This design comes from an exercise in tuning for small area, a short achievable clock period and few clock cycles on the open sky130 flow, not from production work.
Only simulation tests tie the RTL to the original design; equivalence was not proved.

File: flow/run.sh
#!/bin/bash
set -euo pipefail
sed 's/SETUP_SLACK_MARGIN=[0-9.]*/SETUP_SLACK_MARGIN=7.0/' standard.sh > standard_margin.sh
grep -q 'SETUP_SLACK_MARGIN=7.0' standard_margin.sh
bash standard_margin.sh > standard_run.log 2>&1
File: standard.sh
#!/bin/bash
# synth_recipe.tcl (not shown) runs the flow's synth.tcl, then flattens the netlist and writes it again
# the make line also repeats each setting of config.mk as NAME=value (left out here)
make -C /OpenROAD-flow-scripts/flow DESIGN_CONFIG=/design/flow/config.mk WORK_HOME=/design/flow/orfs CLKGATE_MAP_FILE= SYNTH_SCRIPT=/design/flow/synth_recipe.tcl "${@:-finish}"
File: config.mk
export PLATFORM = sky130hd
export DESIGN_NAME = lms_weight_top
export DESIGN_NICKNAME = lms_weight_top
export VERILOG_FILES = /design/flow/design.v
export SDC_FILE = /design/flow/constraint.sdc
export NUM_CORES = 4
export LEC_CHECK = 0
export CAP_MARGIN = 20
export CORE_MARGIN = 2
export CORE_UTILIZATION = 40
export SETUP_SLACK_MARGIN = 5
export SLEW_MARGIN = 20
File: constraint.sdc
create_clock -name core_clock -period 10.0 [get_ports {clk}]
set_input_delay 2.0000 -clock core_clock [delete_from_list [all_inputs] [get_ports {clk}]]
set_output_delay 2.0000 -clock core_clock [all_outputs]
set_load 0.01 [all_outputs]
File: design.v
package lms_pkg;
    typedef logic signed [14-1:0] sample_t;
    typedef logic signed [16-1:0] weight_t;
    typedef logic signed [29-1:0] prod_t;
    typedef logic [5-1:0] tap_t;
    typedef enum logic [1:0] {
        UPD_IDLE  = 2'd0,
        UPD_MUL   = 2'd1,
        UPD_DIV   = 2'd2,
        UPD_WRITE = 2'd3
    } upd_state_t;
endpackage
`timescale 1ns/1ps
module lms_req_fifo #(
    parameter int DW = 63
) (
    input  logic          clk,
    input  logic          rstn,
    input  logic          push,
    input  logic [DW-1:0] push_data,
    input  logic          pop,
    output logic          head_valid,
    output logic [DW-1:0] head_data
);
    logic          v0, v1;
    logic [DW-1:0] data1;
    logic          ld0, ld1;
    assign head_valid = v0;
    assign ld0 = pop ? (v1 | push) : (!v0 & push);
    assign ld1 = pop ? (v1 & push) : (v0 & !v1 & push);
    always_ff @(posedge clk or negedge rstn)
    begin
        if (!rstn)
        begin
            v0 <= 1'b0;
            v1 <= 1'b0;
        end
        else
        begin
            if (pop)
            begin
                v0 <= v1 | push;
                v1 <= v1 & push;
            end
            else if (!v0)
                v0 <= push;
            else if (!v1)
                v1 <= push;
        end
    end
    always_ff @(posedge clk)
    begin
        if (ld0)
            head_data <= (pop && v1) ? data1 : push_data;
        if (ld1)
            data1 <= push_data;
    end
endmodule
`timescale 1ns/1ps
module lms_step_divider (
    input  logic                    clk,
    input  logic                    rstn,
    input  logic                    load,
    input  logic [26:0]             ld_a,
    input  logic [28:0]             ld_b,
    input  logic [3:0]              ld_cnt,
    input  logic                    ld_neg,
    input  logic                    res_ok,
    output logic                    free,
    output logic                    res_valid,
    output lms_pkg::weight_t        res_q,
    output logic                    res_neg,
    output logic                    idle_nx,
    output logic                    last_nx,
    output logic                    resv_nx
);
    logic        busy;
    logic        fin;
    logic [3:0]  cnt;
    logic [26:0] r;
    logic [28:0] b;
    logic [15:0] q;
    logic        neg;
    logic [29:0] h1, h2, h3;
    logic [30:0] d1, d2, d3;
    logic        ge1, ge2, ge3;
    logic [26:0] r_next;
    logic [15:0] q_next;
    logic        last;
    assign h1 = {2'b0, b[28:1]};
    assign h2 = {1'b0, b};
    assign h3 = {1'b0, b} + {2'b0, b[28:1]};
    assign d1 = {4'b0, r} - {1'b0, h1};
    assign d2 = {4'b0, r} - {1'b0, h2};
    assign d3 = {4'b0, r} - {1'b0, h3};
    assign ge1 = !d1[30];
    assign ge2 = !d2[30];
    assign ge3 = !d3[30];
    always_comb
    begin
        if (ge3)
        begin
            r_next = d3[26:0];
            q_next = {q[13:0], 2'd3};
        end
        else if (ge2)
        begin
            r_next = d2[26:0];
            q_next = {q[13:0], 2'd2};
        end
        else if (ge1)
        begin
            r_next = d1[26:0];
            q_next = {q[13:0], 2'd1};
        end
        else
        begin
            r_next = r;
            q_next = {q[13:0], 2'd0};
        end
    end
    logic last_r;
    assign last      = busy && last_r;
    assign res_valid = last || fin;
    assign res_q     = fin ? q : q_next;
    assign res_neg   = neg;
    assign free      = !(busy || fin) || (res_valid && res_ok);
    logic busy_nx, fin_nx, last_r_nx;
    always_comb
    begin
        busy_nx = busy;
        fin_nx  = fin;
        if (load)
        begin
            busy_nx = 1'b1;
            fin_nx  = 1'b0;
        end
        else if (last)
        begin
            busy_nx = 1'b0;
            fin_nx  = !res_ok;
        end
        else if (fin && res_ok)
            fin_nx = 1'b0;
        last_r_nx = load ? (ld_cnt == 4'd1) : (cnt == 4'd2);
    end
    assign idle_nx = !busy_nx && !fin_nx;
    assign last_nx = busy_nx && last_r_nx;
    assign resv_nx = last_nx || fin_nx;
    always_ff @(posedge clk or negedge rstn)
    begin
        if (!rstn)
        begin
            busy <= 1'b0;
            fin  <= 1'b0;
        end
        else
        begin
            busy <= busy_nx;
            fin  <= fin_nx;
        end
    end
    always_ff @(posedge clk)
    begin
        last_r <= last_r_nx;
        if (load)
        begin
            cnt    <= ld_cnt;
            r      <= ld_a;
            b      <= ld_b;
        end
        else
        begin
            cnt    <= cnt - 1'b1;
            r      <= r_next;
            b      <= b >> 2;
        end
    end
    always_ff @(posedge clk)
    begin
        if (load)
        begin
            q   <= '0;
            neg <= ld_neg;
        end
        else if (busy)
            q   <= q_next;
    end
endmodule
`timescale 1ns/1ps
module lms_weight_bank (
    input  logic              clk,
    input  logic              rstn,
    input  logic              wr_en,
    input  lms_pkg::tap_t     wr_tap,
    input  lms_pkg::weight_t  wr_data,
    input  lms_pkg::tap_t     cur_tap,
    input  lms_pkg::tap_t     rd_tap,
    output lms_pkg::weight_t  cur_weight,
    output lms_pkg::weight_t  rd_weight
);
    lms_pkg::weight_t     weights [32];
    logic [32-1:0] vld;
    assign cur_weight = vld[cur_tap] ? weights[cur_tap] : '0;
    always_ff @(posedge clk or negedge rstn)
    begin
        if (!rstn)
            vld <= '0;
        else if (wr_en)
            vld[wr_tap] <= 1'b1;
    end
    always_ff @(posedge clk)
    begin
        if (wr_en)
            weights[wr_tap] <= wr_data;
    end
    always_ff @(posedge clk)
    begin
        rd_weight <= vld[rd_tap] ? weights[rd_tap] : '0;
    end
endmodule
`timescale 1ns/1ps
module lms_update_ctrl #(
    parameter int CQ_N = 6
) (
    input  logic                     clk,
    input  logic                     rstn,
    input  logic                     req_valid,
    input  logic                     s_valid,
    input  lms_pkg::tap_t            s_tap,
    input  logic                     s_es,
    input  logic [13:0]              s_ea,
    input  logic                     s_fs,
    input  logic [13:0]              s_fa,
    input  logic                     s_ns,
    input  logic [26:0]              s_na,
    output logic                     s_pop,
    output logic                     credit_return,
    output logic                     d_load,
    output logic [26:0]              d_a,
    output logic [28:0]              d_b,
    output logic [3:0]               d_cnt,
    output logic                     d_neg,
    input  logic                     d_res_valid,
    input  lms_pkg::weight_t         d_res_q,
    input  logic                     d_res_neg,
    output logic                     d_res_ok,
    input  logic                     d_idle_nx,
    input  logic                     d_last_nx,
    input  logic                     d_resv_nx,
    input  lms_pkg::weight_t         cur_weight,
    output lms_pkg::tap_t            cur_tap,
    output logic                     wr_en,
    output lms_pkg::tap_t            wr_tap,
    output lms_pkg::weight_t         wr_data,
    output logic                     upd_done,
    output lms_pkg::tap_t            upd_tap
);
    function automatic logic [3:0] blen14(input logic [13:0] x);
        blen14 = '0;
        for (int i = 0; i < 14; i++)
            if (x[i]) blen14 = i + 1;
    endfunction
    function automatic logic [4:0] blen27(input logic [26:0] x);
        blen27 = '0;
        for (int i = 0; i < 27; i++)
            if (x[i]) blen27 = i + 1;
    endfunction
    logic [3:0]  le, lf;
    logic [4:0]  ln;
    logic [5:0]  lsum;
    logic [5:0]  kk;
    logic [3:0]  cyc;
    logic        zero;
    logic [27:0] mul_s, mul_c;
    lms_umul14 mul_i (
        .a (s_ea),
        .b (s_fa),
        .s (mul_s),
        .c (mul_c)
    );
    assign le   = blen14(s_ea);
    assign lf   = blen14(s_fa);
    assign ln   = blen27(s_na);
    assign lsum = {2'b0, le} + {2'b0, lf};
    assign kk   = lsum + 6'd2 - {1'b0, ln};
    assign cyc  = kk[4:1];
    assign zero = (le == 4'd0) || (lf == 4'd0) || (ln == 5'd0) || ({1'b0, ln} > lsum);
    logic               p_valid;
    logic               p_zero;
    lms_pkg::tap_t      p_tap;
    logic               p_neg;
    logic [27:0]        p_ps;
    logic [27:0]        p_pc;
    logic [26:0]        p_na;
    logic [3:0]         p_cyc;
    logic [4:0]         p_top;    
    logic               p_odd;    
    logic p_go;
    logic d_free;
    logic p_go_nx;
    logic d_free_nx;
    logic p_zero_nx;
    logic upd_done_nx;
    logic res_ok_nx;
    logic cq_space;
    assign s_pop = s_valid && (!p_valid || p_go);
    assign p_valid_nx = s_pop || (p_valid && !p_go);
    always_ff @(posedge clk or negedge rstn)
    begin
        if (!rstn)
            p_valid <= 1'b0;
        else
            p_valid <= p_valid_nx;
    end
    always_ff @(posedge clk)
    begin
        if (s_pop)
        begin
            p_zero <= zero;
            p_tap  <= s_tap;
            p_neg  <= s_es ^ s_fs ^ s_ns;
            p_ps   <= mul_s;
            p_pc   <= mul_c;
            p_na   <= s_na;
            p_cyc  <= cyc;
            p_top  <= lsum[4:0] - 5'd1;
            p_odd  <= !kk[0];
        end
    end
    logic [27:0] p_mag;
    logic [26:0] p_a;
    logic [28:0] p_b;
    assign p_mag = p_ps + p_pc;
    assign p_a   = p_mag[26:0];
    assign p_b   = {1'b0, p_na, 1'b0} << {p_cyc - 4'd1, 1'b0};
    logic p_trim;
    assign p_trim = p_odd && (p_cyc != 4'd1) && !p_mag[p_top];
    logic        m_valid;
    logic [26:0] m_a;
    logic [28:0] m_b;
    logic [3:0]  m_cyc;
    logic        m_neg;
    logic ld_m, ld_p, p_to_m;
    assign ld_m   = d_free && m_valid;
    assign ld_p   = d_free && !m_valid && p_valid && !p_zero && cq_space;
    assign p_to_m = p_go && !p_zero && !ld_p;
    assign m_valid_nx = p_to_m || (m_valid && !ld_m);
    always_ff @(posedge clk or negedge rstn)
    begin
        if (!rstn)
            m_valid <= 1'b0;
        else
            m_valid <= m_valid_nx;
    end
    always_ff @(posedge clk)
    begin
        if (p_to_m)
        begin
            m_a   <= p_a;
            m_b   <= p_trim ? (p_b >> 2) : p_b;
            m_cyc <= p_trim ? (p_cyc - 4'd1) : p_cyc;
            m_neg <= p_neg;
        end
    end
    assign d_load = ld_m || ld_p;
    assign d_a    = m_valid ? m_a   : p_a;
    assign d_b    = m_valid ? m_b   : p_b;
    assign d_cnt  = m_valid ? m_cyc : p_cyc;
    assign d_neg  = m_valid ? m_neg : p_neg;
    logic [1:0] owed;      
    logic [1:0] held;      
    logic [1:0] owed_nx;
    logic [1:0] held_nx;
    logic       pf_nx;
    logic       cr_nx;
    logic       p_valid_nx;
    logic       m_valid_nx;
    logic [CQ_N-1:0] cq_v_nx;
    logic [1:0] rr_v_nx;
    assign owed_nx = owed + {1'b0, req_valid} - {1'b0, credit_return};
    assign held_nx = held + {1'b0, req_valid} - {1'b0, p_go};
    assign pf_nx   = p_go_nx;
    assign cr_nx   = (owed_nx != 2'd0) && ((held_nx <= owed_nx) || (pf_nx && (held_nx == owed_nx + 2'd1)));
    always_ff @(posedge clk or negedge rstn)
    begin
        if (!rstn)
        begin
            owed          <= '0;
            held          <= '0;
            credit_return <= 1'b0;
        end
        else
        begin
            owed          <= owed_nx;
            held          <= held_nx;
            credit_return <= cr_nx;
        end
    end
    logic [1:0]       rr_v;
    logic [1:0][15:0] rr_q;
    logic [1:0]       rr_neg;
    logic             rr_take;
    logic             rr_put;
    logic [CQ_N-1:0]      cq_v;
    logic [CQ_N-1:0]      cq_div;
    logic [CQ_N-1:0][4:0] cq_tap;
    logic                 cq_pop;
    logic cq_div0_nx;
    assign upd_tap  = cq_tap[0];
    assign cq_pop   = upd_done;
    assign cq_space = !cq_v[CQ_N-1] || cq_pop;
    logic [CQ_N-1:0] cq_nv;    
    logic [CQ_N-1:0] cq_pv;    
    logic [CQ_N-1:0] cq_ins;   
    always_comb
    begin
        for (int i = 0; i < CQ_N; i++)
        begin
            cq_nv[i]  = cq_pop ? ((i + 1 < CQ_N) ? cq_v[(i + 1 < CQ_N) ? i + 1 : i] : 1'b0) : cq_v[i];
            cq_pv[i]  = (i == 0) ? 1'b1 : (cq_pop ? cq_v[i] : cq_v[(i > 0) ? i - 1 : 0]);
            cq_ins[i] = p_go && cq_pv[i] && !cq_nv[i];
        end
    end
    assign cq_v_nx    = cq_nv | cq_ins;
    assign upd_done_nx = cq_v_nx[0] && (!cq_div0_nx || rr_v_nx[0]);
    assign res_ok_nx   = !rr_v_nx[1] || (upd_done_nx && cq_div0_nx);
    assign d_free_nx   = d_idle_nx || (d_resv_nx && res_ok_nx);
    assign p_zero_nx   = s_pop ? zero : p_zero;
    assign p_go_nx     = p_valid_nx && (!cq_v_nx[CQ_N-1] || upd_done_nx) &&
                         (p_zero_nx || !m_valid_nx || d_free_nx);
    always_ff @(posedge clk or negedge rstn)
    begin
        if (!rstn)
        begin
            p_go   <= 1'b0;
            d_free <= 1'b1;
        end
        else
        begin
            p_go   <= p_go_nx;
            d_free <= d_free_nx;
        end
    end
    assign cq_div0_nx = cq_ins[0] ? !p_zero : (cq_pop ? cq_div[(CQ_N > 1) ? 1 : 0] : cq_div[0]);
    always_ff @(posedge clk or negedge rstn)
    begin
        if (!rstn)
        begin
            cq_v     <= '0;
            upd_done <= 1'b0;
        end
        else
        begin
            cq_v     <= cq_v_nx;
            upd_done <= upd_done_nx;
        end
    end
    always_ff @(posedge clk)
    begin
        for (int i = 0; i < CQ_N; i++)
        begin
            if (cq_ins[i])
            begin
                cq_tap[i] <= p_tap;
                cq_div[i] <= !p_zero;
            end
            else if (cq_pop)
            begin
                cq_tap[i] <= cq_tap[(i + 1 < CQ_N) ? i + 1 : i];
                cq_div[i] <= cq_div[(i + 1 < CQ_N) ? i + 1 : i];
            end
        end
    end
    assign rr_take  = upd_done && cq_div[0];
    assign d_res_ok = !rr_v[1] || rr_take;
    assign rr_put   = d_res_valid && d_res_ok;
    always_comb
    begin
        case ({rr_put, rr_take})
            2'b10:   rr_v_nx = {rr_v[0], 1'b1};
            2'b01:   rr_v_nx = {1'b0, rr_v[1]};
            default: rr_v_nx = rr_v;
        endcase
    end
    always_ff @(posedge clk or negedge rstn)
    begin
        if (!rstn)
            rr_v <= '0;
        else
            rr_v <= rr_v_nx;
    end
    always_ff @(posedge clk)
    begin
        if (rr_take)
        begin
            rr_q[0]   <= rr_v[1] ? rr_q[1] : d_res_q;
            rr_neg[0] <= rr_v[1] ? rr_neg[1] : d_res_neg;
        end
        else if (rr_put && !rr_v[0])
        begin
            rr_q[0]   <= d_res_q;
            rr_neg[0] <= d_res_neg;
        end
        if (rr_put && (rr_take ? rr_v[1] : rr_v[0]))
        begin
            rr_q[1]   <= d_res_q;
            rr_neg[1] <= d_res_neg;
        end
    end
    lms_pkg::tap_t    next_tap;
    lms_pkg::weight_t cw;
    logic [1:0][4:0] cq_tap_nx;
    always_comb
    begin
        for (int i = 0; i < 2; i++)
            cq_tap_nx[i] = cq_ins[i] ? p_tap : (cq_pop ? cq_tap[i + 1] : cq_tap[i]);
    end
    always_ff @(posedge clk)
    begin
        next_tap <= upd_done_nx ? cq_tap_nx[1] : cq_tap_nx[0];
    end
    assign cur_tap  = next_tap;
    always_ff @(posedge clk)
    begin
        if (wr_en && (wr_tap == next_tap))
            cw <= wr_data;
        else
            cw <= cur_weight;
    end
    assign wr_en   = rr_take;
    assign wr_tap  = cq_tap[0];
    assign wr_data = cw + (rr_q[0] ^ {16{rr_neg[0]}}) + {15'd0, rr_neg[0]};
endmodule
module lms_umul14 (
    input  logic [13:0] a,
    input  logic [13:0] b,
    output logic [27:0] s,
    output logic [27:0] c
);
    logic t1, t2, t3, t4, t5, t6, t7, t8, t9, t10, t11, t12, t13, t14, t15, t16, t17, t18, t19, t20, t21, t22, t23, t24, t25, t26, t27, t28, t29, t30, t31, t32, t33, t34, t35, t36, t37, t38, t39, t40, t41, t42, t43, t44, t45, t46, t47, t48, t49, t50, t51, t52, t53, t54, t55, t56, t57, t58, t59, t60, t61, t62, t63, t64, t65, t66, t67, t68, t69, t70, t71, t72, t73, t74, t75, t76, t77, t78, t79, t80, t81, t82, t83, t84, t85, t86, t87, t88, t89, t90, t91, t92, t93, t94, t95, t96, t97, t98, t99, t100, t101, t102, t103, t104, t105, t106, t107, t108, t109, t110, t111, t112, t113, t114, t115, t116, t117, t118, t119, t120, t121, t122, t123, t124, t125, t126, t127, t128, t129, t130, t131, t132, t133, t134, t135, t136, t137, t138, t139, t140, t141, t142, t143, t144, t145, t146, t147, t148, t149, t150, t151, t152, t153, t154, t155, t156, t157, t158, t159, t160, t161, t162, t163, t164, t165, t166, t167, t168, t169, t170, t171, t172, t173, t174, t175, t176, t177, t178, t179, t180, t181, t182, t183, t184, t185, t186, t187, t188, t189, t190, t191, t192, t193, t194, t195, t196, t197, t198, t199, t200, t201, t202, t203, t204, t205, t206, t207, t208, t209, t210, t211, t212, t213, t214, t215, t216, t217, t218, t219, t220, t221, t222, t223, t224, t225, t226, t227, t228, t229, t230, t231, t232, t233, t234, t235, t236, t237, t238, t239, t240, t241, t242, t243, t244, t245, t246, t247, t248, t249, t250, t251, t252, t253, t254, t255, t256, t257, t258, t259, t260, t261, t262, t263, t264, t265, t266, t267, t268, t269, t270, t271, t272, t273, t274, t275, t276, t277, t278, t279, t280, t281, t282, t283, t284, t285, t286, t287, t288, t289, t290, t291, t292, t293, t294, t295, t296, t297, t298, t299, t300, t301, t302, t303, t304, t305, t306, t307, t308, t309, t310, t311, t312, t313, t314, t315, t316, t317, t318, t319, t320, t321, t322, t323, t324, t325, t326, t327, t328, t329, t330, t331, t332, t333, t334, t335, t336, t337, t338, t339, t340, t341, t342, t343, t344, t345, t346, t347, t348, t349, t350, t351, t352, t353, t354, t355, t356, t357, t358, t359, t360, t361, t362, t363, t364, t365, t366, t367, t368, t369, t370, t371, t372, t373, t374, t375, t376, t377, t378, t379, t380, t381, t382, t383, t384, t385, t386, t387, t388, t389, t390, t391, t392, t393, t394, t395, t396, t397, t398, t399, t400, t401, t402, t403, t404, t405, t406, t407, t408, t409, t410, t411, t412, t413, t414, t415, t416, t417, t418, t419, t420, t421, t422, t423, t424, t425, t426, t427, t428, t429, t430, t431, t432, t433, t434, t435, t436, t437, t438, t439, t440, t441, t442, t443, t444, t445, t446, t447, t448, t449, t450, t451, t452, t453, t454, t455, t456, t457, t458, t459, t460, t461, t462, t463, t464, t465, t466, t467, t468, t469, t470, t471, t472, t473, t474, t475, t476, t477, t478, t479, t480, t481, t482, t483, t484, t485, t486, t487, t488, t489, t490, t491, t492, t493, t494, t495, t496, t497, t498, t499, t500, t501, t502, t503, t504, t505, t506, t507, t508;
    assign t1 = (a[0] & b[0]);
    assign t2 = (a[0] & b[1]);
    assign t3 = (a[1] & b[0]);
    assign t4 = (a[0] & b[2]);
    assign t5 = (a[1] & b[1]);
    assign t6 = (a[2] & b[0]);
    assign t7 = (a[0] & b[3]);
    assign t8 = (a[1] & b[2]);
    assign t9 = (a[2] & b[1]);
    assign t10 = (a[3] & b[0]);
    assign t11 = (a[0] & b[4]);
    assign t12 = (a[1] & b[3]);
    assign t13 = (a[2] & b[2]);
    assign t14 = (a[3] & b[1]);
    assign t15 = (a[4] & b[0]);
    assign t16 = (a[0] & b[5]);
    assign t17 = (a[1] & b[4]);
    assign t18 = (a[2] & b[3]);
    assign t19 = (a[3] & b[2]);
    assign t20 = (a[4] & b[1]);
    assign t21 = (a[5] & b[0]);
    assign t22 = (a[0] & b[6]);
    assign t23 = (a[1] & b[5]);
    assign t24 = (a[2] & b[4]);
    assign t25 = (a[3] & b[3]);
    assign t26 = (a[4] & b[2]);
    assign t27 = (a[5] & b[1]);
    assign t28 = (a[6] & b[0]);
    assign t29 = (a[0] & b[7]);
    assign t30 = (a[1] & b[6]);
    assign t31 = (a[2] & b[5]);
    assign t32 = (a[3] & b[4]);
    assign t33 = (a[4] & b[3]);
    assign t34 = (a[5] & b[2]);
    assign t35 = (a[6] & b[1]);
    assign t36 = (a[7] & b[0]);
    assign t37 = (a[0] & b[8]);
    assign t38 = (a[1] & b[7]);
    assign t39 = (a[2] & b[6]);
    assign t40 = (a[3] & b[5]);
    assign t41 = (a[4] & b[4]);
    assign t42 = (a[5] & b[3]);
    assign t43 = (a[6] & b[2]);
    assign t44 = (a[7] & b[1]);
    assign t45 = (a[8] & b[0]);
    assign t46 = (a[0] & b[9]);
    assign t47 = (a[1] & b[8]);
    assign t48 = (a[2] & b[7]);
    assign t49 = (a[3] & b[6]);
    assign t50 = (a[4] & b[5]);
    assign t51 = (a[5] & b[4]);
    assign t52 = (a[6] & b[3]);
    assign t53 = (a[7] & b[2]);
    assign t54 = (a[8] & b[1]);
    assign t55 = (a[9] & b[0]);
    assign t56 = (a[0] & b[10]);
    assign t57 = (a[1] & b[9]);
    assign t58 = (a[2] & b[8]);
    assign t59 = (a[3] & b[7]);
    assign t60 = (a[4] & b[6]);
    assign t61 = (a[5] & b[5]);
    assign t62 = (a[6] & b[4]);
    assign t63 = (a[7] & b[3]);
    assign t64 = (a[8] & b[2]);
    assign t65 = (a[9] & b[1]);
    assign t66 = (a[10] & b[0]);
    assign t67 = (a[0] & b[11]);
    assign t68 = (a[1] & b[10]);
    assign t69 = (a[2] & b[9]);
    assign t70 = (a[3] & b[8]);
    assign t71 = (a[4] & b[7]);
    assign t72 = (a[5] & b[6]);
    assign t73 = (a[6] & b[5]);
    assign t74 = (a[7] & b[4]);
    assign t75 = (a[8] & b[3]);
    assign t76 = (a[9] & b[2]);
    assign t77 = (a[10] & b[1]);
    assign t78 = (a[11] & b[0]);
    assign t79 = (a[0] & b[12]);
    assign t80 = (a[1] & b[11]);
    assign t81 = (a[2] & b[10]);
    assign t82 = (a[3] & b[9]);
    assign t83 = (a[4] & b[8]);
    assign t84 = (a[5] & b[7]);
    assign t85 = (a[6] & b[6]);
    assign t86 = (a[7] & b[5]);
    assign t87 = (a[8] & b[4]);
    assign t88 = (a[9] & b[3]);
    assign t89 = (a[10] & b[2]);
    assign t90 = (a[11] & b[1]);
    assign t91 = (a[12] & b[0]);
    assign t92 = (a[0] & b[13]);
    assign t93 = (a[1] & b[12]);
    assign t94 = (a[2] & b[11]);
    assign t95 = (a[3] & b[10]);
    assign t96 = (a[4] & b[9]);
    assign t97 = (a[5] & b[8]);
    assign t98 = (a[6] & b[7]);
    assign t99 = (a[7] & b[6]);
    assign t100 = (a[8] & b[5]);
    assign t101 = (a[9] & b[4]);
    assign t102 = (a[10] & b[3]);
    assign t103 = (a[11] & b[2]);
    assign t104 = (a[12] & b[1]);
    assign t105 = (a[13] & b[0]);
    assign t106 = (a[1] & b[13]);
    assign t107 = (a[2] & b[12]);
    assign t108 = (a[3] & b[11]);
    assign t109 = (a[4] & b[10]);
    assign t110 = (a[5] & b[9]);
    assign t111 = (a[6] & b[8]);
    assign t112 = (a[7] & b[7]);
    assign t113 = (a[8] & b[6]);
    assign t114 = (a[9] & b[5]);
    assign t115 = (a[10] & b[4]);
    assign t116 = (a[11] & b[3]);
    assign t117 = (a[12] & b[2]);
    assign t118 = (a[13] & b[1]);
    assign t119 = (a[2] & b[13]);
    assign t120 = (a[3] & b[12]);
    assign t121 = (a[4] & b[11]);
    assign t122 = (a[5] & b[10]);
    assign t123 = (a[6] & b[9]);
    assign t124 = (a[7] & b[8]);
    assign t125 = (a[8] & b[7]);
    assign t126 = (a[9] & b[6]);
    assign t127 = (a[10] & b[5]);
    assign t128 = (a[11] & b[4]);
    assign t129 = (a[12] & b[3]);
    assign t130 = (a[13] & b[2]);
    assign t131 = (a[3] & b[13]);
    assign t132 = (a[4] & b[12]);
    assign t133 = (a[5] & b[11]);
    assign t134 = (a[6] & b[10]);
    assign t135 = (a[7] & b[9]);
    assign t136 = (a[8] & b[8]);
    assign t137 = (a[9] & b[7]);
    assign t138 = (a[10] & b[6]);
    assign t139 = (a[11] & b[5]);
    assign t140 = (a[12] & b[4]);
    assign t141 = (a[13] & b[3]);
    assign t142 = (a[4] & b[13]);
    assign t143 = (a[5] & b[12]);
    assign t144 = (a[6] & b[11]);
    assign t145 = (a[7] & b[10]);
    assign t146 = (a[8] & b[9]);
    assign t147 = (a[9] & b[8]);
    assign t148 = (a[10] & b[7]);
    assign t149 = (a[11] & b[6]);
    assign t150 = (a[12] & b[5]);
    assign t151 = (a[13] & b[4]);
    assign t152 = (a[5] & b[13]);
    assign t153 = (a[6] & b[12]);
    assign t154 = (a[7] & b[11]);
    assign t155 = (a[8] & b[10]);
    assign t156 = (a[9] & b[9]);
    assign t157 = (a[10] & b[8]);
    assign t158 = (a[11] & b[7]);
    assign t159 = (a[12] & b[6]);
    assign t160 = (a[13] & b[5]);
    assign t161 = (a[6] & b[13]);
    assign t162 = (a[7] & b[12]);
    assign t163 = (a[8] & b[11]);
    assign t164 = (a[9] & b[10]);
    assign t165 = (a[10] & b[9]);
    assign t166 = (a[11] & b[8]);
    assign t167 = (a[12] & b[7]);
    assign t168 = (a[13] & b[6]);
    assign t169 = (a[7] & b[13]);
    assign t170 = (a[8] & b[12]);
    assign t171 = (a[9] & b[11]);
    assign t172 = (a[10] & b[10]);
    assign t173 = (a[11] & b[9]);
    assign t174 = (a[12] & b[8]);
    assign t175 = (a[13] & b[7]);
    assign t176 = (a[8] & b[13]);
    assign t177 = (a[9] & b[12]);
    assign t178 = (a[10] & b[11]);
    assign t179 = (a[11] & b[10]);
    assign t180 = (a[12] & b[9]);
    assign t181 = (a[13] & b[8]);
    assign t182 = (a[9] & b[13]);
    assign t183 = (a[10] & b[12]);
    assign t184 = (a[11] & b[11]);
    assign t185 = (a[12] & b[10]);
    assign t186 = (a[13] & b[9]);
    assign t187 = (a[10] & b[13]);
    assign t188 = (a[11] & b[12]);
    assign t189 = (a[12] & b[11]);
    assign t190 = (a[13] & b[10]);
    assign t191 = (a[11] & b[13]);
    assign t192 = (a[12] & b[12]);
    assign t193 = (a[13] & b[11]);
    assign t194 = (a[12] & b[13]);
    assign t195 = (a[13] & b[12]);
    assign t196 = (a[13] & b[13]);
    assign t197 = t92 ^ t93;
    assign t198 = t92 & t93;
    assign t199 = t106 ^ t107;
    assign t200 = t106 & t107;
    assign t201 = t46 ^ t47;
    assign t202 = t46 & t47;
    assign t203 = t56 ^ t57 ^ t58;
    assign t204 = (t56 & t57) | (t56 & t58) | (t57 & t58);
    assign t205 = t59 ^ t60;
    assign t206 = t59 & t60;
    assign t207 = t67 ^ t68 ^ t69;
    assign t208 = (t67 & t68) | (t67 & t69) | (t68 & t69);
    assign t209 = t70 ^ t71 ^ t72;
    assign t210 = (t70 & t71) | (t70 & t72) | (t71 & t72);
    assign t211 = t73 ^ t74;
    assign t212 = t73 & t74;
    assign t213 = t79 ^ t80 ^ t81;
    assign t214 = (t79 & t80) | (t79 & t81) | (t80 & t81);
    assign t215 = t82 ^ t83 ^ t84;
    assign t216 = (t82 & t83) | (t82 & t84) | (t83 & t84);
    assign t217 = t85 ^ t86 ^ t87;
    assign t218 = (t85 & t86) | (t85 & t87) | (t86 & t87);
    assign t219 = t88 ^ t89;
    assign t220 = t88 & t89;
    assign t221 = t197 ^ t94 ^ t95;
    assign t222 = (t197 & t94) | (t197 & t95) | (t94 & t95);
    assign t223 = t96 ^ t97 ^ t98;
    assign t224 = (t96 & t97) | (t96 & t98) | (t97 & t98);
    assign t225 = t99 ^ t100 ^ t101;
    assign t226 = (t99 & t100) | (t99 & t101) | (t100 & t101);
    assign t227 = t102 ^ t103 ^ t104;
    assign t228 = (t102 & t103) | (t102 & t104) | (t103 & t104);
    assign t229 = t199 ^ t108 ^ t109;
    assign t230 = (t199 & t108) | (t199 & t109) | (t108 & t109);
    assign t231 = t110 ^ t111 ^ t112;
    assign t232 = (t110 & t111) | (t110 & t112) | (t111 & t112);
    assign t233 = t113 ^ t114 ^ t115;
    assign t234 = (t113 & t114) | (t113 & t115) | (t114 & t115);
    assign t235 = t116 ^ t117 ^ t118;
    assign t236 = (t116 & t117) | (t116 & t118) | (t117 & t118);
    assign t237 = t119 ^ t120 ^ t121;
    assign t238 = (t119 & t120) | (t119 & t121) | (t120 & t121);
    assign t239 = t122 ^ t123 ^ t124;
    assign t240 = (t122 & t123) | (t122 & t124) | (t123 & t124);
    assign t241 = t125 ^ t126 ^ t127;
    assign t242 = (t125 & t126) | (t125 & t127) | (t126 & t127);
    assign t243 = t128 ^ t129 ^ t130;
    assign t244 = (t128 & t129) | (t128 & t130) | (t129 & t130);
    assign t245 = t131 ^ t132 ^ t133;
    assign t246 = (t131 & t132) | (t131 & t133) | (t132 & t133);
    assign t247 = t134 ^ t135 ^ t136;
    assign t248 = (t134 & t135) | (t134 & t136) | (t135 & t136);
    assign t249 = t137 ^ t138 ^ t139;
    assign t250 = (t137 & t138) | (t137 & t139) | (t138 & t139);
    assign t251 = t142 ^ t143 ^ t144;
    assign t252 = (t142 & t143) | (t142 & t144) | (t143 & t144);
    assign t253 = t145 ^ t146 ^ t147;
    assign t254 = (t145 & t146) | (t145 & t147) | (t146 & t147);
    assign t255 = t152 ^ t153 ^ t154;
    assign t256 = (t152 & t153) | (t152 & t154) | (t153 & t154);
    assign t257 = t22 ^ t23;
    assign t258 = t22 & t23;
    assign t259 = t29 ^ t30 ^ t31;
    assign t260 = (t29 & t30) | (t29 & t31) | (t30 & t31);
    assign t261 = t32 ^ t33;
    assign t262 = t32 & t33;
    assign t263 = t37 ^ t38 ^ t39;
    assign t264 = (t37 & t38) | (t37 & t39) | (t38 & t39);
    assign t265 = t40 ^ t41 ^ t42;
    assign t266 = (t40 & t41) | (t40 & t42) | (t41 & t42);
    assign t267 = t43 ^ t44;
    assign t268 = t43 & t44;
    assign t269 = t201 ^ t48 ^ t49;
    assign t270 = (t201 & t48) | (t201 & t49) | (t48 & t49);
    assign t271 = t50 ^ t51 ^ t52;
    assign t272 = (t50 & t51) | (t50 & t52) | (t51 & t52);
    assign t273 = t53 ^ t54 ^ t55;
    assign t274 = (t53 & t54) | (t53 & t55) | (t54 & t55);
    assign t275 = t203 ^ t205 ^ t61;
    assign t276 = (t203 & t205) | (t203 & t61) | (t205 & t61);
    assign t277 = t62 ^ t63 ^ t64;
    assign t278 = (t62 & t63) | (t62 & t64) | (t63 & t64);
    assign t279 = t65 ^ t66 ^ t202;
    assign t280 = (t65 & t66) | (t65 & t202) | (t66 & t202);
    assign t281 = t207 ^ t209 ^ t211;
    assign t282 = (t207 & t209) | (t207 & t211) | (t209 & t211);
    assign t283 = t75 ^ t76 ^ t77;
    assign t284 = (t75 & t76) | (t75 & t77) | (t76 & t77);
    assign t285 = t78 ^ t204 ^ t206;
    assign t286 = (t78 & t204) | (t78 & t206) | (t204 & t206);
    assign t287 = t213 ^ t215 ^ t217;
    assign t288 = (t213 & t215) | (t213 & t217) | (t215 & t217);
    assign t289 = t219 ^ t90 ^ t91;
    assign t290 = (t219 & t90) | (t219 & t91) | (t90 & t91);
    assign t291 = t208 ^ t210 ^ t212;
    assign t292 = (t208 & t210) | (t208 & t212) | (t210 & t212);
    assign t293 = t221 ^ t223 ^ t225;
    assign t294 = (t221 & t223) | (t221 & t225) | (t223 & t225);
    assign t295 = t227 ^ t105 ^ t214;
    assign t296 = (t227 & t105) | (t227 & t214) | (t105 & t214);
    assign t297 = t216 ^ t218 ^ t220;
    assign t298 = (t216 & t218) | (t216 & t220) | (t218 & t220);
    assign t299 = t229 ^ t231 ^ t233;
    assign t300 = (t229 & t231) | (t229 & t233) | (t231 & t233);
    assign t301 = t235 ^ t198 ^ t222;
    assign t302 = (t235 & t198) | (t235 & t222) | (t198 & t222);
    assign t303 = t224 ^ t226 ^ t228;
    assign t304 = (t224 & t226) | (t224 & t228) | (t226 & t228);
    assign t305 = t237 ^ t239 ^ t241;
    assign t306 = (t237 & t239) | (t237 & t241) | (t239 & t241);
    assign t307 = t243 ^ t200 ^ t230;
    assign t308 = (t243 & t200) | (t243 & t230) | (t200 & t230);
    assign t309 = t232 ^ t234 ^ t236;
    assign t310 = (t232 & t234) | (t232 & t236) | (t234 & t236);
    assign t311 = t245 ^ t247 ^ t249;
    assign t312 = (t245 & t247) | (t245 & t249) | (t247 & t249);
    assign t313 = t140 ^ t141 ^ t238;
    assign t314 = (t140 & t141) | (t140 & t238) | (t141 & t238);
    assign t315 = t240 ^ t242 ^ t244;
    assign t316 = (t240 & t242) | (t240 & t244) | (t242 & t244);
    assign t317 = t251 ^ t253 ^ t148;
    assign t318 = (t251 & t253) | (t251 & t148) | (t253 & t148);
    assign t319 = t149 ^ t150 ^ t151;
    assign t320 = (t149 & t150) | (t149 & t151) | (t150 & t151);
    assign t321 = t246 ^ t248 ^ t250;
    assign t322 = (t246 & t248) | (t246 & t250) | (t248 & t250);
    assign t323 = t255 ^ t155 ^ t156;
    assign t324 = (t255 & t155) | (t255 & t156) | (t155 & t156);
    assign t325 = t157 ^ t158 ^ t159;
    assign t326 = (t157 & t158) | (t157 & t159) | (t158 & t159);
    assign t327 = t160 ^ t252 ^ t254;
    assign t328 = (t160 & t252) | (t160 & t254) | (t252 & t254);
    assign t329 = t161 ^ t162 ^ t163;
    assign t330 = (t161 & t162) | (t161 & t163) | (t162 & t163);
    assign t331 = t164 ^ t165 ^ t166;
    assign t332 = (t164 & t165) | (t164 & t166) | (t165 & t166);
    assign t333 = t167 ^ t168 ^ t256;
    assign t334 = (t167 & t168) | (t167 & t256) | (t168 & t256);
    assign t335 = t169 ^ t170 ^ t171;
    assign t336 = (t169 & t170) | (t169 & t171) | (t170 & t171);
    assign t337 = t172 ^ t173 ^ t174;
    assign t338 = (t172 & t173) | (t172 & t174) | (t173 & t174);
    assign t339 = t176 ^ t177 ^ t178;
    assign t340 = (t176 & t177) | (t176 & t178) | (t177 & t178);
    assign t341 = t11 ^ t12;
    assign t342 = t11 & t12;
    assign t343 = t16 ^ t17 ^ t18;
    assign t344 = (t16 & t17) | (t16 & t18) | (t17 & t18);
    assign t345 = t19 ^ t20;
    assign t346 = t19 & t20;
    assign t347 = t257 ^ t24 ^ t25;
    assign t348 = (t257 & t24) | (t257 & t25) | (t24 & t25);
    assign t349 = t26 ^ t27 ^ t28;
    assign t350 = (t26 & t27) | (t26 & t28) | (t27 & t28);
    assign t351 = t259 ^ t261 ^ t34;
    assign t352 = (t259 & t261) | (t259 & t34) | (t261 & t34);
    assign t353 = t35 ^ t36 ^ t258;
    assign t354 = (t35 & t36) | (t35 & t258) | (t36 & t258);
    assign t355 = t263 ^ t265 ^ t267;
    assign t356 = (t263 & t265) | (t263 & t267) | (t265 & t267);
    assign t357 = t45 ^ t260 ^ t262;
    assign t358 = (t45 & t260) | (t45 & t262) | (t260 & t262);
    assign t359 = t269 ^ t271 ^ t273;
    assign t360 = (t269 & t271) | (t269 & t273) | (t271 & t273);
    assign t361 = t264 ^ t266 ^ t268;
    assign t362 = (t264 & t266) | (t264 & t268) | (t266 & t268);
    assign t363 = t275 ^ t277 ^ t279;
    assign t364 = (t275 & t277) | (t275 & t279) | (t277 & t279);
    assign t365 = t270 ^ t272 ^ t274;
    assign t366 = (t270 & t272) | (t270 & t274) | (t272 & t274);
    assign t367 = t281 ^ t283 ^ t285;
    assign t368 = (t281 & t283) | (t281 & t285) | (t283 & t285);
    assign t369 = t276 ^ t278 ^ t280;
    assign t370 = (t276 & t278) | (t276 & t280) | (t278 & t280);
    assign t371 = t287 ^ t289 ^ t291;
    assign t372 = (t287 & t289) | (t287 & t291) | (t289 & t291);
    assign t373 = t282 ^ t284 ^ t286;
    assign t374 = (t282 & t284) | (t282 & t286) | (t284 & t286);
    assign t375 = t293 ^ t295 ^ t297;
    assign t376 = (t293 & t295) | (t293 & t297) | (t295 & t297);
    assign t377 = t288 ^ t290 ^ t292;
    assign t378 = (t288 & t290) | (t288 & t292) | (t290 & t292);
    assign t379 = t299 ^ t301 ^ t303;
    assign t380 = (t299 & t301) | (t299 & t303) | (t301 & t303);
    assign t381 = t294 ^ t296 ^ t298;
    assign t382 = (t294 & t296) | (t294 & t298) | (t296 & t298);
    assign t383 = t305 ^ t307 ^ t309;
    assign t384 = (t305 & t307) | (t305 & t309) | (t307 & t309);
    assign t385 = t300 ^ t302 ^ t304;
    assign t386 = (t300 & t302) | (t300 & t304) | (t302 & t304);
    assign t387 = t311 ^ t313 ^ t315;
    assign t388 = (t311 & t313) | (t311 & t315) | (t313 & t315);
    assign t389 = t306 ^ t308 ^ t310;
    assign t390 = (t306 & t308) | (t306 & t310) | (t308 & t310);
    assign t391 = t317 ^ t319 ^ t321;
    assign t392 = (t317 & t319) | (t317 & t321) | (t319 & t321);
    assign t393 = t312 ^ t314 ^ t316;
    assign t394 = (t312 & t314) | (t312 & t316) | (t314 & t316);
    assign t395 = t323 ^ t325 ^ t327;
    assign t396 = (t323 & t325) | (t323 & t327) | (t325 & t327);
    assign t397 = t318 ^ t320 ^ t322;
    assign t398 = (t318 & t320) | (t318 & t322) | (t320 & t322);
    assign t399 = t329 ^ t331 ^ t333;
    assign t400 = (t329 & t331) | (t329 & t333) | (t331 & t333);
    assign t401 = t324 ^ t326 ^ t328;
    assign t402 = (t324 & t326) | (t324 & t328) | (t326 & t328);
    assign t403 = t335 ^ t337 ^ t175;
    assign t404 = (t335 & t337) | (t335 & t175) | (t337 & t175);
    assign t405 = t330 ^ t332 ^ t334;
    assign t406 = (t330 & t332) | (t330 & t334) | (t332 & t334);
    assign t407 = t339 ^ t179 ^ t180;
    assign t408 = (t339 & t179) | (t339 & t180) | (t179 & t180);
    assign t409 = t181 ^ t336 ^ t338;
    assign t410 = (t181 & t336) | (t181 & t338) | (t336 & t338);
    assign t411 = t182 ^ t183 ^ t184;
    assign t412 = (t182 & t183) | (t182 & t184) | (t183 & t184);
    assign t413 = t185 ^ t186 ^ t340;
    assign t414 = (t185 & t186) | (t185 & t340) | (t186 & t340);
    assign t415 = t187 ^ t188 ^ t189;
    assign t416 = (t187 & t188) | (t187 & t189) | (t188 & t189);
    assign t417 = t7 ^ t8;
    assign t418 = t7 & t8;
    assign t419 = t341 ^ t13 ^ t14;
    assign t420 = (t341 & t13) | (t341 & t14) | (t13 & t14);
    assign t421 = t343 ^ t345 ^ t21;
    assign t422 = (t343 & t345) | (t343 & t21) | (t345 & t21);
    assign t423 = t347 ^ t349 ^ t344;
    assign t424 = (t347 & t349) | (t347 & t344) | (t349 & t344);
    assign t425 = t351 ^ t353 ^ t348;
    assign t426 = (t351 & t353) | (t351 & t348) | (t353 & t348);
    assign t427 = t355 ^ t357 ^ t352;
    assign t428 = (t355 & t357) | (t355 & t352) | (t357 & t352);
    assign t429 = t359 ^ t361 ^ t356;
    assign t430 = (t359 & t361) | (t359 & t356) | (t361 & t356);
    assign t431 = t363 ^ t365 ^ t360;
    assign t432 = (t363 & t365) | (t363 & t360) | (t365 & t360);
    assign t433 = t367 ^ t369 ^ t364;
    assign t434 = (t367 & t369) | (t367 & t364) | (t369 & t364);
    assign t435 = t371 ^ t373 ^ t368;
    assign t436 = (t371 & t373) | (t371 & t368) | (t373 & t368);
    assign t437 = t375 ^ t377 ^ t372;
    assign t438 = (t375 & t377) | (t375 & t372) | (t377 & t372);
    assign t439 = t379 ^ t381 ^ t376;
    assign t440 = (t379 & t381) | (t379 & t376) | (t381 & t376);
    assign t441 = t383 ^ t385 ^ t380;
    assign t442 = (t383 & t385) | (t383 & t380) | (t385 & t380);
    assign t443 = t387 ^ t389 ^ t384;
    assign t444 = (t387 & t389) | (t387 & t384) | (t389 & t384);
    assign t445 = t391 ^ t393 ^ t388;
    assign t446 = (t391 & t393) | (t391 & t388) | (t393 & t388);
    assign t447 = t395 ^ t397 ^ t392;
    assign t448 = (t395 & t397) | (t395 & t392) | (t397 & t392);
    assign t449 = t399 ^ t401 ^ t396;
    assign t450 = (t399 & t401) | (t399 & t396) | (t401 & t396);
    assign t451 = t403 ^ t405 ^ t400;
    assign t452 = (t403 & t405) | (t403 & t400) | (t405 & t400);
    assign t453 = t407 ^ t409 ^ t404;
    assign t454 = (t407 & t409) | (t407 & t404) | (t409 & t404);
    assign t455 = t411 ^ t413 ^ t408;
    assign t456 = (t411 & t413) | (t411 & t408) | (t413 & t408);
    assign t457 = t415 ^ t190 ^ t412;
    assign t458 = (t415 & t190) | (t415 & t412) | (t190 & t412);
    assign t459 = t191 ^ t192 ^ t193;
    assign t460 = (t191 & t192) | (t191 & t193) | (t192 & t193);
    assign t461 = t4 ^ t5;
    assign t462 = t4 & t5;
    assign t463 = t417 ^ t9 ^ t10;
    assign t464 = (t417 & t9) | (t417 & t10) | (t9 & t10);
    assign t465 = t419 ^ t15 ^ t418;
    assign t466 = (t419 & t15) | (t419 & t418) | (t15 & t418);
    assign t467 = t421 ^ t342 ^ t420;
    assign t468 = (t421 & t342) | (t421 & t420) | (t342 & t420);
    assign t469 = t423 ^ t346 ^ t422;
    assign t470 = (t423 & t346) | (t423 & t422) | (t346 & t422);
    assign t471 = t425 ^ t350 ^ t424;
    assign t472 = (t425 & t350) | (t425 & t424) | (t350 & t424);
    assign t473 = t427 ^ t354 ^ t426;
    assign t474 = (t427 & t354) | (t427 & t426) | (t354 & t426);
    assign t475 = t429 ^ t358 ^ t428;
    assign t476 = (t429 & t358) | (t429 & t428) | (t358 & t428);
    assign t477 = t431 ^ t362 ^ t430;
    assign t478 = (t431 & t362) | (t431 & t430) | (t362 & t430);
    assign t479 = t433 ^ t366 ^ t432;
    assign t480 = (t433 & t366) | (t433 & t432) | (t366 & t432);
    assign t481 = t435 ^ t370 ^ t434;
    assign t482 = (t435 & t370) | (t435 & t434) | (t370 & t434);
    assign t483 = t437 ^ t374 ^ t436;
    assign t484 = (t437 & t374) | (t437 & t436) | (t374 & t436);
    assign t485 = t439 ^ t378 ^ t438;
    assign t486 = (t439 & t378) | (t439 & t438) | (t378 & t438);
    assign t487 = t441 ^ t382 ^ t440;
    assign t488 = (t441 & t382) | (t441 & t440) | (t382 & t440);
    assign t489 = t443 ^ t386 ^ t442;
    assign t490 = (t443 & t386) | (t443 & t442) | (t386 & t442);
    assign t491 = t445 ^ t390 ^ t444;
    assign t492 = (t445 & t390) | (t445 & t444) | (t390 & t444);
    assign t493 = t447 ^ t394 ^ t446;
    assign t494 = (t447 & t394) | (t447 & t446) | (t394 & t446);
    assign t495 = t449 ^ t398 ^ t448;
    assign t496 = (t449 & t398) | (t449 & t448) | (t398 & t448);
    assign t497 = t451 ^ t402 ^ t450;
    assign t498 = (t451 & t402) | (t451 & t450) | (t402 & t450);
    assign t499 = t453 ^ t406 ^ t452;
    assign t500 = (t453 & t406) | (t453 & t452) | (t406 & t452);
    assign t501 = t455 ^ t410 ^ t454;
    assign t502 = (t455 & t410) | (t455 & t454) | (t410 & t454);
    assign t503 = t457 ^ t414 ^ t456;
    assign t504 = (t457 & t414) | (t457 & t456) | (t414 & t456);
    assign t505 = t459 ^ t416 ^ t458;
    assign t506 = (t459 & t416) | (t459 & t458) | (t416 & t458);
    assign t507 = t194 ^ t195 ^ t460;
    assign t508 = (t194 & t195) | (t194 & t460) | (t195 & t460);
    assign s = {1'b0, t196, t507, t505, t503, t501, t499, t497, t495, t493, t491, t489, t487, t485, t483, t481, t479, t477, t475, t473, t471, t469, t467, t465, t463, t461, t2, t1};
    assign c = {1'b0, t508, t506, t504, t502, t500, t498, t496, t494, t492, t490, t488, t486, t484, t482, t480, t478, t476, t474, t472, t470, t468, t466, t464, t462, t6, t3, 1'b0};
endmodule
`timescale 1ns/1ps
module lms_weight_top (
    input  logic                     clk,
    input  logic                     rstn,
    input  logic                     req_valid,
    input  lms_pkg::tap_t            req_tap,
    input  lms_pkg::sample_t         req_err,
    input  lms_pkg::sample_t         req_ref,
    input  logic [32-1:0]  req_power,
    input  lms_pkg::tap_t            rd_tap,
    output logic                     credit_return,
    output logic                     upd_done,
    output lms_pkg::tap_t            upd_tap,
    output lms_pkg::weight_t         rd_weight
);
    logic                     s_valid;
    logic                     s_pop;
    logic [62:0]              push_data;
    logic [62:0]              s_data;
    logic [13:0]              req_ea, req_fa;
    logic [26:0]              req_na;
    logic [26:0]              req_nrm;
    assign req_nrm   = req_power[32-1:5];
    assign req_ea    = req_err[13] ? -req_err : req_err;
    assign req_fa    = req_ref[13] ? -req_ref : req_ref;
    assign req_na    = req_nrm[26] ? -req_nrm : req_nrm;
    assign push_data = {req_tap, req_err[13], req_ea, req_ref[13], req_fa, req_nrm[26], req_na};
    logic                     d_load;
    logic [26:0]              d_a;
    logic [28:0]              d_b;
    logic [3:0]               d_cnt;
    logic                     d_neg;
    logic                     d_free;
    logic                     d_res_valid;
    lms_pkg::weight_t         d_res_q;
    logic                     d_res_neg;
    logic                     d_res_ok;
    logic                     d_idle_nx;
    logic                     d_last_nx;
    logic                     d_resv_nx;
    lms_pkg::tap_t            cur_tap;
    lms_pkg::weight_t         cur_weight;
    logic                     wr_en;
    lms_pkg::tap_t            wr_tap;
    lms_pkg::weight_t         wr_data;
    lms_req_fifo #(.DW(63)) fifo_i (
        .clk        (clk),
        .rstn       (rstn),
        .push       (req_valid),
        .push_data  (push_data),
        .pop        (s_pop),
        .head_valid (s_valid),
        .head_data  (s_data)
    );
    lms_update_ctrl ctrl_i (
        .clk           (clk),
        .rstn          (rstn),
        .req_valid     (req_valid),
        .s_valid       (s_valid),
        .s_tap         (s_data[62:58]),
        .s_es          (s_data[57]),
        .s_ea          (s_data[56:43]),
        .s_fs          (s_data[42]),
        .s_fa          (s_data[41:28]),
        .s_ns          (s_data[27]),
        .s_na          (s_data[26:0]),
        .s_pop         (s_pop),
        .credit_return (credit_return),
        .d_load        (d_load),
        .d_a           (d_a),
        .d_b           (d_b),
        .d_cnt         (d_cnt),
        .d_neg         (d_neg),
        .d_res_valid   (d_res_valid),
        .d_res_q       (d_res_q),
        .d_res_neg     (d_res_neg),
        .d_res_ok      (d_res_ok),
        .d_idle_nx     (d_idle_nx),
        .d_last_nx     (d_last_nx),
        .d_resv_nx     (d_resv_nx),
        .cur_weight    (cur_weight),
        .cur_tap       (cur_tap),
        .wr_en         (wr_en),
        .wr_tap        (wr_tap),
        .wr_data       (wr_data),
        .upd_done      (upd_done),
        .upd_tap       (upd_tap)
    );
    lms_step_divider div_i (
        .clk       (clk),
        .rstn      (rstn),
        .load      (d_load),
        .ld_a      (d_a),
        .ld_b      (d_b),
        .ld_cnt    (d_cnt),
        .ld_neg    (d_neg),
        .res_ok    (d_res_ok),
        .free      (),
        .res_valid (d_res_valid),
        .res_q     (d_res_q),
        .res_neg   (d_res_neg),
        .idle_nx   (d_idle_nx),
        .last_nx   (d_last_nx),
        .resv_nx   (d_resv_nx)
    );
    lms_weight_bank bank_i (
        .clk        (clk),
        .rstn       (rstn),
        .wr_en      (wr_en),
        .wr_tap     (wr_tap),
        .wr_data    (wr_data),
        .cur_tap    (cur_tap),
        .rd_tap     (rd_tap),
        .cur_weight (cur_weight),
        .rd_weight  (rd_weight)
    );
endmodule
==> metrics.yaml, run 1 <==
floorplanning:
  die_x_um: 386.6
  dieArea_um2: 149500
  std_cell_rows: 140
  die_height_um: 386.6
  initial_core_util_pct: 40.23
  ios: 96
  core_um2: 145600
synth:
  yosys-top-cells-area: "edfxtp_1, mux4_2, fa_1"
  yosys-top-cells-count: "edfxtp_1, nor2_1, mux4_2"
  synth_adder_area_share_pct: 9.755
  async_reset_ff_share_pct: 5.217
  seq_area_frac_synth_pct: 50.92
  synth_xor_area_share_pct: 2.797
  yosys-mux-area-fraction_pct: 16.33
  synth-simple-area-share_pct: 8.777
  synth_edf_count: 882
  syn_inst: 4407
  syn_area_per_cell_um2: 13.29
  ys.flop_type: "edfxtp_1"
  synth_most_common_cell: "edfxtp_1"
  synth_top_family_by_area: "multiplexers"
  netlist_area_um2: 58560
  yosysTopAreaCell: "edfxtp_1"
  yosys_warnings: 4
  yosys.area.top_type_share_pct: 45.23
  syn_nets: 4831
  ys_seq_elements: 1035
  ys_types: 97
  synth_compound_area_share_pct: 8.251
timing:
  hold_violations: 0
  finalSetupViolations: 0
  grt_setup_unrepaired: "yes"
  fin_skew_ns: 0.09913
  finalCriticalPeriod_ns: 4.103
  max_freq_mhz: 243.7
  slew_headroom_pct: 29.59
  timing.setup.tns_ns: 0
  tightest_slew_ns: 1.051
  min_period_over_period_pct: 41.03
  slew_viol_final: 0
routing:
  drt-initial-drc-count: 3296
  via_per_inst: 5.695
  detail-route-antenna-nets: 0
  wl_per_cell_um: 23.57
  routed_wl_um: 161100
  first_pass_iters: 5
  dr_total_vias: 38917
  drc: 0
hold_path:
  min_path_type: "reg2reg"
placed_design:
  place_congestion: 0.8112
  port_buffers: 90
  post-dp-hpwl_um: 92160
critical_path:
  endpoint_kind: "flop"
  cp_data_required_time_ns: 10.65
  worstPathMaxFanout: 3
  start_kind: "flop"
  critPathKind: "reg2reg"
  arrival_ns: 4.75
finish:
  fillers: 12316
  num_antenna_cells: 0
  fin_util_pct: 50.09
  drive_gt1_share_pct: 32.24
  area_growth_pct: 24.51
  finalNetCount: 5243
clock_tree:
  insertion_delay_ns: 0.78
  root_buffer: "clkbuf_16"
  clk_pin_slew_worst_paths_ns: 0.06
  cts_tree: "yes"
  h-tree-depth: 3
  numCtsBuffers: 111
  cts.sinks: 1035
  clk_path_buf_depth: 3
  hold_buffers: 0
global_routing:
  grt_first_pass_wirelength_um: 241900
  grt_pass1_vias: 39144
  antenna_found_initial: 0
  grt_use_total_pct: 21.08
  grt_overflow: 0
  grt_max_degree: 77
run_status:
  outcome: "complete, no violations"
job:
  cap_viol_max_count: 0
## per-stage QoR
stage	hold WS, ns	worst slack [ns]	instances	area (um^2)
after global routing	0.4278	5.743	6833	72920
after detailed placement	0.4071	4.975	6260	62570
final	0.4177	5.897	6833	72920
after CTS	0.4216	5.992	6764	71240
after floorplan	0.4003	6.109	4407	59920
after global placement	0.4025	4.988	6260	62550
## routing by layer
metal  vias up  wire length [um]  track usage (%)
met4         0              4610            6.160
met5         -                 0                0
met2      1331             77980            34.87
met1     19939             68250            29.15
li1      17367                 -                -
met3       280             10230            2.707
## registers in the layout (all words and copies together), names as in the netlist, 29 cells and up
| name | cells |
|---|---|
| ctrl_i.m_b | 29 |
| div_i.b | 29 |
| bank_i.vld | 32 |
| bank_i.weights | 512 |
| ctrl_i.rr_q | 32 |
| fifo_i.data1 | 63 |
| ctrl_i.cq_tap | 30 |
| fifo_i.head_data | 63 |
## worst paths after layout
check | startpoint | to | cells past startpoint | slack, ns
worst max register to register | fifo_i.head_data[44]$_DFFE_PP_ | ctrl_i.credit_return$_DFF_PN0_ | 20 | 5.90
worst min register to register | fifo_i.head_data[61]$_DFFE_PP_ | ctrl_i.p_tap[3]$_DFFE_PP_ | 0 | 0.42
worst max-delay path | fifo_i.head_data[44]$_DFFE_PP_ | ctrl_i.credit_return$_DFF_PN0_ | 20 | 5.90
min in group asynchronous | rstn | ctrl_i.credit_return$_DFF_PN0_ | 2 | 1.38
worst min-delay path | fifo_i.head_data[61]$_DFFE_PP_ | ctrl_i.p_tap[3]$_DFFE_PP_ | 0 | 0.42
max in group asynchronous | rstn | div_i.fin$_DFF_PN0_ | 2 | 8.01
## cells by family after synthesis
family                     Yosys count
and+or+nand+nor                   1106
muxes                              521
xor gates and xnor gates           187
adders and majority gates          351
DFF                               1035
buffers and inverters              483
AOI/OAI and AO/OA                  724
## cell usage in the layout (no fill, tap or decap), drive strengths merged, types with 31 or more instances in the layout
master,count
clkinv,38
inv,259
nor2,426
nand2b,32
xnor2,127
edfxtp,882
mux2,54
o21ai,163
clkbuf,165
mux4,342
nand3,33
ha,175
nand2,278
xor2,70
nor3,49
a211oi,58
dfrtp,53
a21o,68
fa,176
dfxtp,99
clkdlybuf4s50,31
mux2i,125
a21oi,182
and2,160
buf,443
## worst max-delay path, cell delays in order (launching register included)
cell and delay [ns]:
edfxtp_1 0.46, buf_6 0.16, buf_4 0.13, nor2_4 0.10
nor3_2 0.04, nor3_1 0.14, nor3_1 0.06, nor3_1 0.22
o31ai_2 0.13, buf_4 0.15, fa_2 0.41, a21o_1 0.18
a21oi_1 0.28, ha_1 0.33, and3_1 0.16, a31oi_1 0.24
nor2_1 0.06, o41ai_1 0.07, a311o_2 0.27, o2111ai_2 0.14
a211oi_1 0.30
## final cells by class
type	count	area [um^2]	share of cell area (%)
multi-input combinational	2905	30010	41.16
clock inverter	53	628.1	0.8614
timing repair buffer	505	5832	7.998
tap	1917	2399	3.289
timing repair inverter	1	5.005	0.006864
clock buffer	157	3162	4.336
sequential	1035	29880	40.99
inverter	260	997.2	1.368
## repair_timing
action	4_1_cts	5_1_grt
pin swaps	191	132
gates cloned	44	11
endpoints found under the setup margin	740	634
gates resized for setup	610	215
endpoints found under the hold margin	0	0
setup buffers	250	58
Testbench counts, summed over its fixed seeds: cycles 4,328.
==> run 2: changes to the inputs <==
==> flow/run.sh (replaced) <==
#!/bin/bash
set -euo pipefail
sed 's/SETUP_SLACK_MARGIN=[0-9.]*/SETUP_SLACK_MARGIN=5.8/' standard.sh > standard_margin.sh
grep -q 'SETUP_SLACK_MARGIN=5.8' standard_margin.sh
bash standard_margin.sh > standard_run.log 2>&1
==> metrics.yaml, run 2 <==
finish:
  drive_gt1_share_pct: 19.27  # -13 points
  finalNetCount: 4960  # -5.4%
  top_regs: "bank_i.weights (512), fifo_i.data1 (63), fifo_i.head_data (63)"
  area_growth_pct: 13.86
  layout_common_cells: "edfxtp_1, nor2_1, mux4_2, nand2_1, inv_1"
  num_antenna_cells: 0  # unchanged
  layout_commonest_cell: "edfxtp_1"
  fin_util_pct: 45.81  # -4.3 points
  largest_register: "bank_i.weights"
  largest_reg_flops: 512  # unchanged
global_routing:
  grt_use_total_pct: 18.99  # -2.1 points
  grt_pass1_vias: 37043  # -5.4%
  grt_first_pass_wirelength_um: 220200  # -9.0%
  antenna_found_initial: 0  # unchanged
  grt_max_degree: 93  # +21%
  grt_overflow: 0  # unchanged
synth:
  synth_edf_count: 882  # unchanged
  yosysTopAreaCell: "edfxtp_1"
  syn_area_per_cell_um2: 13.29  # unchanged
  seq_area_frac_synth_pct: 50.92  # unchanged
  async_reset_ff_share_pct: 5.217  # unchanged
  ys_types: 97  # unchanged
  syn_inst: 4407  # unchanged
  yosys_warnings: 4  # unchanged
  yosys.area.top_type_share_pct: 45.23  # unchanged
  netlist_area_um2: 58560  # unchanged
  yosys-top-cells-area: "edfxtp_1, mux4_2, fa_1"
  ys.flop_type: "edfxtp_1"
  synth_most_common_cell: "edfxtp_1"
  ys_seq_elements: 1035  # unchanged
  syn_nets: 4831  # unchanged
  yosys-top-cells-count: "edfxtp_1, nor2_1, mux4_2"
critical_path:
  max_stage_delay_ns: 0.58  # +0.12 ns
  path_delay_family: "compound AO/OA/AOI/OAI gates"
  critPathKind: "reg2reg"
  endpoint_kind: "flop"
  start_kind: "flop"
  arrival_ns: 4.83  # +0.08 ns
  worstPathMaxFanout: 3  # unchanged
  crit_buf_inv: 2  # -1
  cp_data_required_time_ns: 10.63  # -0.02 ns
  crit_path_top_delay_cell: "fa_2"
  path_cells: "buf_6 -> a21oi_2 -> o21bai_1 -> a21oi_2 -> o21bai_1 -> a21oi_1 -> o21bai_1 -> and2_1 -> ha_2 -> fa_2 -> inv_2 -> ha_4 -> nor2b_4 -> o21a_1 -> o21ai_1 -> nand2b_1 -> a21oi_2 -> a31oi_1 -> nor2_1 -> o41ai_2 -> a311o_2 -> o2111ai_4 -> a211oi_2"
placed_design:
  port_buffers: 90  # unchanged
  post-dp-hpwl_um: 91330  # -0.90%
  dp_slack_ns: 4.902  # -0.07294 ns
  place_congestion: 0.8329  # +2.7%
floorplanning:
  core_um2: 145600  # unchanged
  die_x_um: 386.6  # unchanged
  dieArea_um2: 149500  # unchanged
  die_height_um: 386.6  # unchanged
  ios: 96  # unchanged
  std_cell_rows: 140  # unchanged
  initial_core_util_pct: 40.23  # unchanged
clock_tree:
  h-tree-depth: 3  # unchanged
  clk_path_buf_depth: 3  # unchanged
  root_buffer: "clkbuf_16"
  insertion_delay_ns: 0.77  # about the same
  clk_pin_slew_worst_paths_ns: 0.06  # about the same
  numCtsBuffers: 111  # unchanged
  cts.sinks: 1035  # unchanged
  cts_tree: "yes"
timing:
  hold_violations: 0  # unchanged
  fin_skew_ns: 0.08924  # -0.009892 ns
  tightest_slew_ns: 1.062  # +0.01128 ns
  min_period_over_period_pct: 41.99  # +0.95 points
  slew_viol_final: 0  # unchanged
  finalSetupViolations: 0  # unchanged
  timing.setup.tns_ns: 0  # unchanged
  slew_headroom_pct: 29.19  # -0.41 points
  grt_setup_unrepaired: "yes"
  finalCriticalPeriod_ns: 4.199  # +0.09543 ns
  max_freq_mhz: 238.2  # -2.3%
  fin_ws_ns: 5.801  # -0.09543 ns
hold_path:
  min_path_type: "reg2reg"
run_status:
  outcome: "complete, no violations"
routing:
  drt-initial-drc-count: 2837  # -14%
  wl_per_cell_um: 21.87  # -7.2%
  dr_total_vias: 36529  # -6.1%
  first_pass_iters: 6  # +1
  via_per_inst: 5.575  # -2.1%
  routed_wl_um: 143300  # -11%
  drc: 0  # unchanged
  detail-route-antenna-nets: 0  # unchanged
job:
  cap_viol_max_count: 0  # unchanged
## run 2: cells by family after synthesis
group | Yosys count | synth area share (%)
AO/OA/AOI/OAI | 724 | 8.251
XOR/XNOR | 187 | 2.797
adder cells (fa/ha/maj) | 351 | 9.755
buffers and inverters | 483 | 3.173
flip-flops | 1035 | 50.92
multiplexers | 521 | 16.33
AND/OR/NAND/NOR | 1106 | 8.777
## run 2: layout make-up
class | count | area, um^2
Sequential cell | 1035 | 29840
Timing Repair Buffer | 236 | 2136
Timing Repair inverter | 1 | 5.005
Fill cell | 12931 | 78890
Multi-Input combinational cell | 2891 | 27550
Clock inverter | 57 | 643.1
Tap cell | 1917 | 2399
Clock buffer | 155 | 3115
Inverter | 260 | 982.2
## run 2: per-stage QoR
step	hold WS [ns]	std cells	instance area (um^2)
2_1_floorplan	0.4003	4407	58590
3_3_place_gp	0.4027	6267	61860
3_5_place_dp	0.4071	6267	61900
4_1_cts	0.4215	6523	66170
5_1_grt	0.4279	6552	66680
6_report	0.4182	6552	66680
## run 2: worst reg2reg max path, stage by stage (launching register included)
cell	delay (ns)
edfxtp_1	0.42
buf_6	0.15
a21oi_2	0.10
o21bai_1	0.09
a21oi_2	0.15
o21bai_1	0.09
a21oi_1	0.15
o21bai_1	0.09
and2_1	0.18
ha_2	0.19
fa_2	0.58
inv_2	0.06
ha_4	0.21
nor2b_4	0.12
o21a_1	0.16
o21ai_1	0.13
nand2b_1	0.08
a21oi_2	0.11
a31oi_1	0.06
nor2_1	0.13
o41ai_2	0.09
a311o_2	0.43
o2111ai_4	0.22
a211oi_2	0.09
## run 2: timing repair
action | in CTS | in global routing
setup endpoints to repair | 105 | 136
pin swaps | 28 | 41
gates resized for setup | 49 | 52
cloned | 2 | 2
hold endpoints to repair | 0 | 0
buffers inserted | 42 | 25
hold buffers | 0 | 0
## run 2: final timing paths
check	startpoint	end	slack (ns)	cells after the start
worst max-delay path	fifo_i.head_data[43]$_DFFE_PP_	ctrl_i.credit_return$_DFF_PN0_	5.80	23
worst min-delay path	fifo_i.head_data[62]$_DFFE_PP_	ctrl_i.p_tap[4]$_DFFE_PP_	0.42	0
worst max register to register	fifo_i.head_data[43]$_DFFE_PP_	ctrl_i.credit_return$_DFF_PN0_	5.80	23
worst min register to register	fifo_i.head_data[62]$_DFFE_PP_	ctrl_i.p_tap[4]$_DFFE_PP_	0.42	0
max in group asynchronous	rstn	ctrl_i.m_valid$_DFF_PN0_	8.03	2
min in group asynchronous	rstn	bank_i.vld[19]$_DFFE_PN0P_	1.39	2
## run 2: metal layers
layer / part of all wire [%] / global-route usage [%] / vias to the layer above / wire length [um]
li1: - / - / 16757 / -
met1: 43 / 26.15 / 18470 / 62160
met2: 48 / 31.15 / 1066 / 68790
met3: 5.7 / 2.647 / 236 / 8230
met4: 2.9 / 6.032 / 0 / 4121
met5: 0 / 0 / - / 0

## re-timing with driven ports
No port has a modelled driver above. Below, the same layouts with a new extraction and two added sets of constraints. Step 1, drivers: a clkbuf_16 drives clk and a buf_2 each remaining input, both assumed. Step 2, shift: input delay + t, output delay - t, t = (earliest + latest rising clock arrival at the registers) / 2. This alone moves slack from input paths to output paths. Three values: ideal, step 1, step 2; two values: the first two.
run | t (ns) | slack for setup (ns) | slew at the worst register clock pin (ns) | worst data-port slew with drivers (ns)
run 1 | 0.812 | 5.897 / 5.897 / 5.749 | 0.06 / 0.06 | 0.37
run 2 | 0.805 | 5.801 / 5.801 / 5.228 | 0.07 / 0.07 | 0.05
After both steps setup and hold are still met in every run listed. The setup slack of run 2, which loses most, moves by 0.000 ns with the drivers and by -0.573 ns with both steps.
